Context: an optimization exercise on an open-source flow, tuned for small area, a short achievable clock period and few clock cycles per item. The choices shown serve that exercise and are no tape-out recipe. Only simulation tests tie the RTL to the original design; equivalence was not proved. Power and IR drop assume default switching activity.

== build 75 ==
// multi_module_liveness_watchdog_core
module multi_module_liveness_watchdog_core
(
    input  logic        clk,
    input  logic        rst_n,
    input  logic        item_valid,
    output logic        item_stall,
    input  logic        command,
    input  logic [1:0]  module_req,
    input  logic [31:0] now_ms,
    output logic        result_valid,
    input  logic        result_stall,
    output logic        reboot,
    output logic [1:0]  reboot_module,
    output logic [2:0]  error_mask,
    output logic [1:0]  remembered_failure,
    input  logic        cfg_valid,
    output logic        cfg_ready,
    input  logic [1:0]  cfg_index,
    input  logic [31:0] cfg_data
);
export LEC_CHECK = 0
export ABC_AREA = 1
export CAP_MARGIN = 20
export CORE_MARGIN = 2
export CORE_UTILIZATION = 40
export CTS_CLUSTER_DIAMETER = 60
export CTS_CLUSTER_SIZE = 30
export SETUP_SLACK_MARGIN = 4.55
export SLEW_MARGIN = 20
export TNS_END_PERCENT = 100
create_clock -name core_clock -period 7.0 [get_ports {clk}]
standard.sh (not shown) runs the stock make flow with config.mk's settings and CLKGATE_MAP_FILE= SYNTH_SCRIPT=/design/flow/synth_recipe.tcl, a recipe that flattens the netlist after the stock synthesis.
==> flow/flow/run.sh <==
#!/bin/bash
# The standard layout (the standard.sh), with clock tree synthesis options
# of our own (no dummy loads for balancing, larger sink clusters) and the
# smallest buffer on each port; repair resizes port buffers where timing needs.
export CTS_ARGS="-sink_clustering_enable -repair_clock_nets -sink_clustering_size 30 -sink_clustering_max_diameter 90 -dont_use_dummy_load"
export BUFFER_PORTS_ARGS="-buffer_cell sky130_fd_sc_hd__buf_1"
bash standard.sh > standard.log 2>&1
Testbench counts of build 75, summed over its fixed seeds: cycles 12,035, items 12,000.
--- input diff build 75..build 53 ---
# build 75
export LEC_CHECK = 0
export ABC_AREA = 1
export CAP_MARGIN = 20
export CORE_MARGIN = 2
export CORE_UTILIZATION = 40
export CTS_CLUSTER_DIAMETER = 60
export CTS_CLUSTER_SIZE = 30
export SETUP_SLACK_MARGIN = 4.55
export SLEW_MARGIN = 20
export TNS_END_PERCENT = 100
create_clock -name core_clock -period 7.0 [get_ports {clk}]
# build 53
export LEC_CHECK = 0
export ABC_AREA = 1
export CAP_MARGIN = 20
export CORE_MARGIN = 2
export CORE_UTILIZATION = 40
export CTS_CLUSTER_DIAMETER = 60
export CTS_CLUSTER_SIZE = 30
export SETUP_SLACK_MARGIN = 4.5
export SLEW_MARGIN = 20
export TNS_END_PERCENT = 100
create_clock -name core_clock -period 7.0 [get_ports {clk}]
-- flow/flow/run.sh --
<<< build 75, line 5
export CTS_ARGS="-sink_clustering_enable -repair_clock_nets -sink_clustering_size 30 -sink_clustering_max_diameter 90 -dont_use_dummy_load"
>>> build 53, line 5
export CTS_ARGS="-sink_clustering_enable -repair_clock_nets -sink_clustering_size 40 -sink_clustering_max_diameter 80 -dont_use_dummy_load"
- Looking at build 75 and build 53, the core utilization is a wash.
- Taking build 75 as the reference, in build 53 total power divided by cell area rose by about 1.4%; met1 wire length higher.
[inputs] build 11 vs build 53
# build 53
export LEC_CHECK = 0
export ABC_AREA = 1
export CAP_MARGIN = 20
export CORE_MARGIN = 2
export CORE_UTILIZATION = 40
export CTS_CLUSTER_DIAMETER = 60
export CTS_CLUSTER_SIZE = 30
export SETUP_SLACK_MARGIN = 4.5
export SLEW_MARGIN = 20
export TNS_END_PERCENT = 100
create_clock -name core_clock -period 7.0 [get_ports {clk}]
# build 11
export LEC_CHECK = 0
export ABC_AREA = 1
export CAP_MARGIN = 20
export CORE_MARGIN = 2
export CORE_UTILIZATION = 60
export CTS_CLUSTER_DIAMETER = 60
export CTS_CLUSTER_SIZE = 30
export PLACE_DENSITY = 0.7
export SETUP_SLACK_MARGIN = 4.5
export SLEW_MARGIN = 20
export TNS_END_PERCENT = 100
create_clock -name core_clock -period 7.0 [get_ports {clk}]
## What came out
Build 11 did not stop at any stage, and its layout met the timing, DRC and antenna checks.
In build 11 the power dissipated by switching net loads turned out 33 µW higher than in build 53.
Build 11 -> build 53: part of the Yosys area used for sequential elements delta 0, exact match
Delta(initial core utilization, build 11 - build 53) > 0
The following lists how build 44 was set up differently from build 11:
# build 11
export LEC_CHECK = 0
export ABC_AREA = 1
export CAP_MARGIN = 20
export CORE_MARGIN = 2
export CORE_UTILIZATION = 60
export CTS_CLUSTER_DIAMETER = 60
export CTS_CLUSTER_SIZE = 30
export PLACE_DENSITY = 0.7
export SETUP_SLACK_MARGIN = 4.5
export SLEW_MARGIN = 20
export TNS_END_PERCENT = 100
create_clock -name core_clock -period 7.0 [get_ports {clk}]
# build 44
export LEC_CHECK = 0
export ABC_AREA = 1
export CAP_MARGIN = 20
export CORE_MARGIN = 2
export CORE_UTILIZATION = 40
export CTS_CLUSTER_DIAMETER = 60
export CTS_CLUSTER_SIZE = 30
export SETUP_SLACK_MARGIN = 4.5
export SLEW_MARGIN = 20
export TNS_END_PERCENT = 100
create_clock -name core_clock -period 7.0 [get_ports {clk}]
-- flow/flow/run.sh --
<<< build 11, line 5
export CTS_ARGS="-sink_clustering_enable -repair_clock_nets -sink_clustering_size 40 -sink_clustering_max_diameter 80 -dont_use_dummy_load"
>>> build 44, line 5
export CTS_ARGS="-sink_clustering_enable -repair_clock_nets -sink_clustering_size 40 -sink_clustering_max_diameter 80 -dont_use_dummy_load -num_static_layers 0 -distance_between_buffers 400 -branching_point_buffers_distance 400"
==> results.txt <==
Build 44 ends up with lower final design utilization than build 11 does.
Between build 44 and build 11, it is build 44 whose area of the die is higher, by 19000 µm².
Lower slew at the pin closest to its max-slew limit was reported by build 11, not build 44.
When build 44 is measured against build 11, its worst reg2reg path depth turns out 1 lower.
Number of search-and-repair iterations in the first detailed-routing pass down 1 in build 44 wrt build 11
Looking at classification of the worst setup path, the reg -> out result is from build 44; the reg -> reg one comes from build 11.
[compare] base=build 11 new=build 44: delay contributed by the slowest stage of the critical path fell by 0.20 ns, clock group power rose by about 8%.


Setup of run 1:
multi_module_liveness_watchdog_core again, from the RTL that the note above started with.
==> flow/config.mk <==
export PLATFORM = sky130hd
export DESIGN_NAME = multi_module_liveness_watchdog_core
export DESIGN_NICKNAME = multi_module_liveness_watchdog_core
export VERILOG_FILES = /design/flow/design.v
export SDC_FILE = /design/flow/constraint.sdc
export NUM_CORES = 4
export LEC_CHECK = 0
export ABC_AREA = 1
export CAP_MARGIN = 20
export CORE_MARGIN = 2
export CORE_UTILIZATION = 40
export CTS_CLUSTER_DIAMETER = 60
export CTS_CLUSTER_SIZE = 30
export SETUP_SLACK_MARGIN = 4.5
export SLEW_MARGIN = 20
export TNS_END_PERCENT = 100
==> flow/constraint.sdc <==
create_clock -name core_clock -period 7.0 [get_ports {clk}]
set_input_delay 1.4000 -clock core_clock [delete_from_list [all_inputs] [get_ports {clk}]]
set_output_delay 1.4000 -clock core_clock [all_outputs]
set_load 0.01 [all_outputs]
==> flow/flow/run.sh <==
#!/bin/bash
# The standard layout (the standard.sh), with clock tree synthesis options
# of our own (no dummy loads for balancing, larger sink clusters) and the
# smallest buffer on each port; repair resizes port buffers where timing needs.
export CTS_ARGS="-sink_clustering_enable -repair_clock_nets -sink_clustering_size 35 -sink_clustering_max_diameter 70 -dont_use_dummy_load"
export BUFFER_PORTS_ARGS="-buffer_cell sky130_fd_sc_hd__buf_1"
bash standard.sh > standard.log 2>&1
Run 1 ran to completion and came out clean on the timing, DRC and antenna checks.
Testbench counts of run 1, summed over its fixed seeds: cycles 12,035, items 12,000.
Edits applied to the flow inputs when going from run 1 to run 2:
- putting SYNTH_HIERARCHICAL at 1 where nothing was set
- putting SYNTH_MINIMUM_KEEP_SIZE at 0 where nothing was set
--- outcome ---
- Synthesized area: run 2 higher than run 1
- Worst setup path startpoint = q0_reg[7]: run 2; worst setup path startpoint = stall_reg: run 1
- Re total of flip-flops plus latches after synthesis: no difference whatsoever between run 2 and run 1.
- Looking at core utilization, run 2 sits 1.1 points below run 1.
- When run 2 is measured against run 1, its least setup slack across all paths after layout turns out 39 ps lower.
Edits applied to the flow inputs when going from run 2 to run 3:
- clearing SYNTH_MINIMUM_KEEP_SIZE, which used to be 0
- clearing SYNTH_HIERARCHICAL, which used to be 1
==> flow/flow/run.sh <==
#!/bin/bash
# The standard layout (the standard.sh), with clock tree synthesis options
# of our own (no dummy loads for balancing, larger sink clusters) and the
# smallest buffer on each port; repair resizes port buffers where timing needs.
export CTS_ARGS="-sink_clustering_enable -repair_clock_nets -sink_clustering_size 25 -sink_clustering_max_diameter 110 -dont_use_dummy_load"
export BUFFER_PORTS_ARGS="-buffer_cell sky130_fd_sc_hd__buf_1"
bash standard.sh > standard.log 2>&1
Results
- Looking only at compound-gate portion of the synthesized area, and setting everything else aside, the higher value of run 2 and run 3 goes to run 3.
- Measured against each other, run 2 and run 3 differ in final worst slack, the lower figure coming from run 2.
- A top metal layer carrying routed signals of met4 is what run 2 shows, while met5 belongs to run 3.
- Diff run 2 -> run 3 | number of nets produced by synthesis | decrease of 14%
Setup changes, run 3 to run 4
==> flow/flow/run.sh <==
#!/bin/bash
# The standard layout (the standard.sh), with clock tree synthesis options
# of our own: no dummy loads for balancing, larger sink clusters.
export CTS_ARGS="-sink_clustering_enable -repair_clock_nets -sink_clustering_size 40 -sink_clustering_max_diameter 80 -dont_use_dummy_load"
bash standard.sh > standard.log 2>&1
## What came out
The lower critical path depth in cells came out of run 4. Proportion of power drawn by the clock network: run 4 vs run 3 up 2.5 points. Going from run 3 to run 4, combined global-route utilization of all metal layers shrinks by 0.27 points. Via count: run 4 vs run 3, no meaningful difference. Re layout net count: run 4 and run 3 aren't equal, and the lower value belongs to run 3. Relative to run 3, the largest stage delay on the critical path of run 4 is lower by 170 ps.

## re-timing with driven ports
The results above use ideal ports. As a check the final layouts listed here were re-extracted and re-timed, cells and wires unchanged. Step 1 assumes that a clkbuf_16 drives the clock port and a buf_2 every other input. Step 2 adds t to the input delays and takes it off the output delays; t is the mean of the earliest and latest rising clock arrival at the registers after step 1. Input paths then give back, and output paths get back, about the clock's delay inside the block. Three values: ideal, step 1, step 2; two values: the first two.
run | shift t [ns] | slack for setup (ns) | worst setup path after step 2 | latest minus earliest clock arrival (ns) | pins driven straight from the clock port
build 75 | 0.611 | 4.487 / 4.431 / 4.034 | input to register | 0.051 / 0.051 | 1
build 53 | 0.629 | 4.487 / 4.428 / 4.057 | input to register | 0.061 / 0.061 | 1
build 11 | 0.612 | 4.473 / 4.441 / 4.016 | input to register | 0.050 / 0.050 | 1
build 44 | 0.629 | 4.487 / 4.428 / 4.057 | input to register | 0.061 / 0.061 | 1
run 1 | 0.651 | 4.471 / 4.414 / 4.038 | input to register | 0.041 / 0.041 | 1
run 2 | 0.659 | 4.432 / 4.375 / 4.107 | input to register | 0.054 / 0.055 | 1
run 3 | 0.603 | 4.497 / 4.440 / 4.097 | input to register | 0.047 / 0.047 | 1
run 4 | 0.637 | 4.466 / 4.407 / 4.017 | input to register | 0.038 / 0.038 | 1
After both steps setup and hold are still met in every run listed. For build 11, which loses most, drivers alone change the setup slack by -0.032 ns; drivers and shift together by -0.457 ns.
